Source: an optimization exercise on an open RTL-to-GDS flow (aim: small area, a short achievable clock period and few clock cycles per item). Production flows keep margins and buffers that such runs may drop. RTL that was checked went through simulation tests only; none was proved equivalent to the original. Power and IR drop assume default switching activity.

Design data_memory_bytelane, start of the top module:
module data_memory_bytelane
#(
    parameter int DEPTH   = 128,
    parameter int LATENCY = 1,
    localparam int ADDR_W = $clog2(DEPTH) + 2
) (
    input  logic              clk,
    input  logic              reset,
    input  logic              req_valid,
    output logic              req_ready,
    input  logic              req_write,
    input  logic [1:0]        req_size,
    input  logic              req_unsigned,
    input  logic [ADDR_W-1:0] req_addr,
    input  logic [31:0]       req_wdata,
    output logic              rsp_valid,
    output logic [31:0]       rsp_rdata,
    output logic              rsp_error,
    output logic              init_done
);
    localparam int IDX_W = ADDR_W - 2;
    localparam int NQ    = 4;                  
    localparam int QD    = DEPTH / NQ;         
    localparam int QW    = $clog2(QD);
    localparam int LO_W  = IDX_W / 2;          
    localparam int HI_W  = IDX_W - LO_W;
    localparam int NLO   = 1 << LO_W;
    localparam int NHI   = 1 << HI_W;
    logic [DEPTH*32-1:0] mem;
    logic             accept, ill;
    logic [IDX_W-1:0] idx;
    logic [3:0]       lanes;
    logic [31:0]      wrep;
    assign req_ready = init_done;
    assign accept    = req_valid && init_done;
    assign ill       = (req_size == dmem_pkg::SIZE_ILL);
    assign idx       = req_addr[ADDR_W-1:2];
    always_comb begin
        case (req_size)
            dmem_pkg::SIZE_BYTE: lanes = 4'b0001 << req_addr[1:0];
            dmem_pkg::SIZE_HALF: lanes = req_addr[1] ? 4'b1100 : 4'b0011;
            dmem_pkg::SIZE_WORD: lanes = 4'b1111;
  ...
Size in the first run: about 7400 cells after synthesis, about 4400 flip-flops, ~0.15 mm^2 of cells after synthesis.
Settings: LEC_CHECK=0, CAP_MARGIN=20, CORE_MARGIN=2, CORE_UTILIZATION=68, CTS_CLUSTER_DIAMETER=120, CTS_CLUSTER_SIZE=25, PLACE_DENSITY=0.74, SETUP_SLACK_MARGIN=2.5, SLEW_MARGIN=20, SYNTH_HIERARCHICAL=1, SYNTH_MINIMUM_KEEP_SIZE=0; clock period 5.0 ns.
run.sh (not shown) runs the stock make flow with config.mk's settings and CLKGATE_MAP_FILE= SYNTH_SCRIPT=/design/flow/synth_recipe.tcl, a recipe that flattens the netlist after the stock synthesis.
==> next run, changes <==
--- a/flow/config.mk
+++ b/flow/config.mk
@@ -9,6 +9,5 @@
 export CORE_MARGIN = 2
-export CORE_UTILIZATION = 68
+export CORE_UTILIZATION = 55
 export CTS_CLUSTER_DIAMETER = 120
 export CTS_CLUSTER_SIZE = 25
-export PLACE_DENSITY = 0.74
 export SETUP_SLACK_MARGIN = 2.5
=>
- cell area goes up slightly
- area after synthesis stays the same
- sequential cell count does not change
- worst setup slack is better by 0.056 ns
- total power goes up slightly
- register-to-register slack is better by 0.06 ns
- clock skew goes up by 0.038 ns
- clock power goes up by a few percent
- wire length goes up by a little under a tenth
- sequential power is about the same
- via count goes down slightly
No functional check of the RTL was part of any run of this note.

---

Setup of oak:
The RTL this note starts from:
==> flow/design.v <==
package dmem_pkg;
    localparam logic [1:0] SIZE_BYTE = 2'b00;
    localparam logic [1:0] SIZE_HALF = 2'b01;
    localparam logic [1:0] SIZE_WORD = 2'b10;
    localparam logic [1:0] SIZE_ILL  = 2'b11;
    typedef enum logic [1:0] {
        CLEAR = 2'b00,
        IDLE  = 2'b01,
        BUSY  = 2'b10,
        RESP  = 2'b11
    } dmem_state_t;
endpackage
module dmem_lane_align
(
    input  logic [1:0]  off,
    input  logic [1:0]  size,
    input  logic        uns,
    input  logic [31:0] word,
    output logic [31:0] rdata
);
    logic [7:0]  b;
    logic [15:0] h;
    always_comb begin
        case (off)
            2'd0: b = word[7:0];
            2'd1: b = word[15:8];
            2'd2: b = word[23:16];
            default: b = word[31:24];
        endcase
        h = off[1] ? word[31:16] : word[15:0];
        case (size)
            dmem_pkg::SIZE_BYTE: rdata = {{24{b[7] & !uns}}, b};
            dmem_pkg::SIZE_HALF: rdata = {{16{h[15] & !uns}}, h};
            default:             rdata = word;
        endcase
    end
endmodule
module dmem_read_or
#(
    parameter int N = 32
) (
    input  logic [N-1:0]    sel,
    input  logic [N*32-1:0] words,
    output logic [31:0]     word
);
    localparam int N3 = N / 3;              
    localparam int NR = N - 3 * N3;         
    localparam int NG = N3 + NR;
    for (genvar b = 0; b < 32; b++) begin : g_bit
        logic [N-1:0]  d;
        logic [NG-1:0] gn;                  
        for (genvar w = 0; w < N; w++) begin : g_w
            assign d[w] = words[32*w + b];
        end
        for (genvar g = 0; g < N3; g++) begin : g_grp
            dmem_aoi222 u_g (.a(sel[3*g +: 3]), .b(d[3*g +: 3]), .y(gn[g]));
        end
        for (genvar r = 0; r < NR; r++) begin : g_rest
            dmem_nand2 u_r (.a(sel[3*N3 + r]), .b(d[3*N3 + r]), .y(gn[N3 + r]));
        end
        assign word[b] = ~&gn;
    end
endmodule
module dmem_aoi222
(
    input  logic [2:0] a,
    input  logic [2:0] b,
    output logic       y
);
    assign y = ~|(a & b);
endmodule
module dmem_nand2
(
    input  logic a,
    input  logic b,
    output logic y
);
    assign y = ~(a & b);
endmodule
module data_memory_bytelane
#(
    parameter int DEPTH   = 128,
    parameter int LATENCY = 1,
    localparam int ADDR_W = $clog2(DEPTH) + 2
) (
    input  logic              clk,
    input  logic              reset,
    input  logic              req_valid,
    output logic              req_ready,
    input  logic              req_write,
    input  logic [1:0]        req_size,
    input  logic              req_unsigned,
    input  logic [ADDR_W-1:0] req_addr,
    input  logic [31:0]       req_wdata,
    output logic              rsp_valid,
    output logic [31:0]       rsp_rdata,
    output logic              rsp_error,
    output logic              init_done
);
    localparam int IDX_W = ADDR_W - 2;
    localparam int NQ    = 4;                  
    localparam int QD    = DEPTH / NQ;         
    localparam int QW    = $clog2(QD);
    localparam int LO_W  = IDX_W / 2;          
    localparam int HI_W  = IDX_W - LO_W;
    localparam int NLO   = 1 << LO_W;
    localparam int NHI   = 1 << HI_W;
    logic [DEPTH*32-1:0] mem;
    logic             accept, ill;
    logic [IDX_W-1:0] idx;
    logic [3:0]       lanes;
    logic [31:0]      wrep;
    assign req_ready = init_done;
    assign accept    = req_valid && init_done;
    assign ill       = (req_size == dmem_pkg::SIZE_ILL);
    assign idx       = req_addr[ADDR_W-1:2];
    always_comb begin
        case (req_size)
            dmem_pkg::SIZE_BYTE: lanes = 4'b0001 << req_addr[1:0];
            dmem_pkg::SIZE_HALF: lanes = req_addr[1] ? 4'b1100 : 4'b0011;
            dmem_pkg::SIZE_WORD: lanes = 4'b1111;
            default:             lanes = 4'b0000;
        endcase
        case (req_size)
            dmem_pkg::SIZE_BYTE: wrep = {4{req_wdata[7:0]}};
            dmem_pkg::SIZE_HALF: wrep = {2{req_wdata[15:0]}};
            default:             wrep = req_wdata;
        endcase
    end
    logic             s1_valid, s1_load, s1_error, s1_uns;
    logic [1:0]       s1_size, s1_off;
    logic [NHI-1:0]   s1_hi;
    logic [NLO-1:0]   s1_lo;
    logic [QD-1:0]    s1_qsel;
    logic [NQ-1:0]    s1_q;
    logic [3:0]       s1_lanes;
    logic [31:0]      s1_wdata;
    always_ff @(posedge clk) begin
        init_done <= !reset;
        s1_valid  <= !reset && accept;
        s1_load   <= !req_write && !ill;
        s1_error  <= ill;
        s1_uns    <= req_unsigned;
        s1_size   <= req_size;
        s1_off    <= req_addr[1:0];
        for (int w = 0; w < QD; w++) s1_qsel[w] <= (idx[QW-1:0] == QW'(w));
        for (int q = 0; q < NQ; q++) s1_q[q]    <= (idx[IDX_W-1:QW] == (IDX_W-QW)'(q));
        if (reset) begin
            s1_hi    <= '1;
            s1_lo    <= '1;
            s1_lanes <= 4'b1111;
            s1_wdata <= 32'h0;
        end else begin
            for (int j = 0; j < NHI; j++) s1_hi[j] <= (idx[IDX_W-1 -: HI_W] == HI_W'(j));
            for (int k = 0; k < NLO; k++) s1_lo[k] <= (idx[LO_W-1:0] == LO_W'(k));
            s1_lanes <= (accept && req_write) ? lanes : 4'b0000;
            s1_wdata <= wrep;
        end
    end
    for (genvar i = 0; i < DEPTH; i++) begin : g_word
        for (genvar l = 0; l < 4; l++) begin : g_lane
            always_ff @(posedge clk)
                if (s1_hi[i / NLO] && s1_lo[i % NLO] && s1_lanes[l])
                    mem[32*i + 8*l +: 8] <= s1_wdata[8*l +: 8];
        end
    end
    logic [NQ*32-1:0] qword;
    for (genvar q = 0; q < NQ; q++) begin : g_quarter
        dmem_read_or #(.N(QD)) u_read (
            .sel   (s1_qsel),
            .words (mem[32*QD*q +: 32*QD]),
            .word  (qword[32*q +: 32])
        );
    end
    logic             s2_valid, s2_load, s2_error, s2_uns;
    logic [1:0]       s2_size, s2_off;
    logic [NQ-1:0]    s2_q;
    logic [NQ*32-1:0] s2_qword;
    always_ff @(posedge clk) begin
        s2_valid <= !reset && s1_valid;
        s2_load  <= s1_load;
        s2_error <= s1_error;
        s2_uns   <= s1_uns;
        s2_size  <= s1_size;
        s2_off   <= s1_off;
        s2_q     <= s1_q;
        s2_qword <= qword;
    end
    logic [31:0] word, load_val;
    always_comb begin
        word = '0;
        for (int q = 0; q < NQ; q++)
            word = word | (s2_qword[32*q +: 32] & {32{s2_q[q]}});
    end
    dmem_lane_align u_align (
        .off   (s2_off),
        .size  (s2_size),
        .uns   (s2_uns),
        .word  (word),
        .rdata (load_val)
    );
    always_ff @(posedge clk) begin
        rsp_valid <= !reset && s2_valid;
        rsp_rdata <= s2_load ? load_val : 32'h0;
        rsp_error <= s2_error;
    end
endmodule
Settings: LEC_CHECK=0, CAP_MARGIN=20, CORE_MARGIN=2, CORE_UTILIZATION=55, CTS_CLUSTER_DIAMETER=120, CTS_CLUSTER_SIZE=25, SETUP_SLACK_MARGIN=2.65, SLEW_MARGIN=20, SYNTH_HIERARCHICAL=1, SYNTH_MINIMUM_KEEP_SIZE=0; clock period 5.0 ns.
Testbench counts of oak, summed over its fixed seeds: cycles 48,032, items 48,000.
--- input diff oak..pine ---
- changing SETUP_SLACK_MARGIN from 2.65 to 2.5
[summary]
Run comparison: pine capturing instance or port of the critical path rsp_rdata[0]; oak capturing instance or port of the critical path s2_qword[116]. Going from oak to pine, post-place instance area held; average via count per standard cell went down 0.43%. On count of buffering cells on the critical path with inverters included: pine sits below oak. Relative to oak, pine degrades setup slack after layout. Non-clock buffer count (pine over oak): decrease, 46.

## separate check: timing with driven ports
No port has a modelled driver above. Below, the same layouts with a new extraction and two added sets of constraints. Step 1: set_driving_cell puts a clkbuf_16 on clk and a buf_2 on each other input, an assumption about the parent block. Step 2, shift: input delay + t, output delay - t, t = (earliest + latest rising clock arrival at the registers) / 2. This alone moves slack from input paths to output paths. Slacks: ideal / step 1 / step 2; pairs: ideal / step 1.
| run | t (ns) | setup slack, ns | worst hold slack (ns) | clock arrival spread, ns | slew at the worst register clock pin (ns) |
|---|---|---|---|---|---|
| the first run of note 1 | 0.966 | 2.373 / 2.373 / 2.037 | 0.332 / 0.332 / 0.332 | 0.039 / 0.039 | 0.10 / 0.10 |
| the second run of note 1 | 1.002 | 2.429 / 2.429 / 1.766 | 0.305 / 0.305 / 0.305 | 0.074 / 0.074 | 0.10 / 0.10 |
| oak | 1.006 | 2.536 / 2.448 / 1.839 | 0.332 / 0.332 / 0.332 | 0.052 / 0.052 | 0.10 / 0.10 |
| pine | 1.000 | 2.407 / 2.407 / 1.840 | 0.327 / 0.327 / 0.327 | 0.052 / 0.052 | 0.11 / 0.11 |
After both steps every run listed still meets setup and hold. For oak, which loses most, drivers alone change the setup slack by -0.088 ns; drivers and shift together by -0.697 ns.
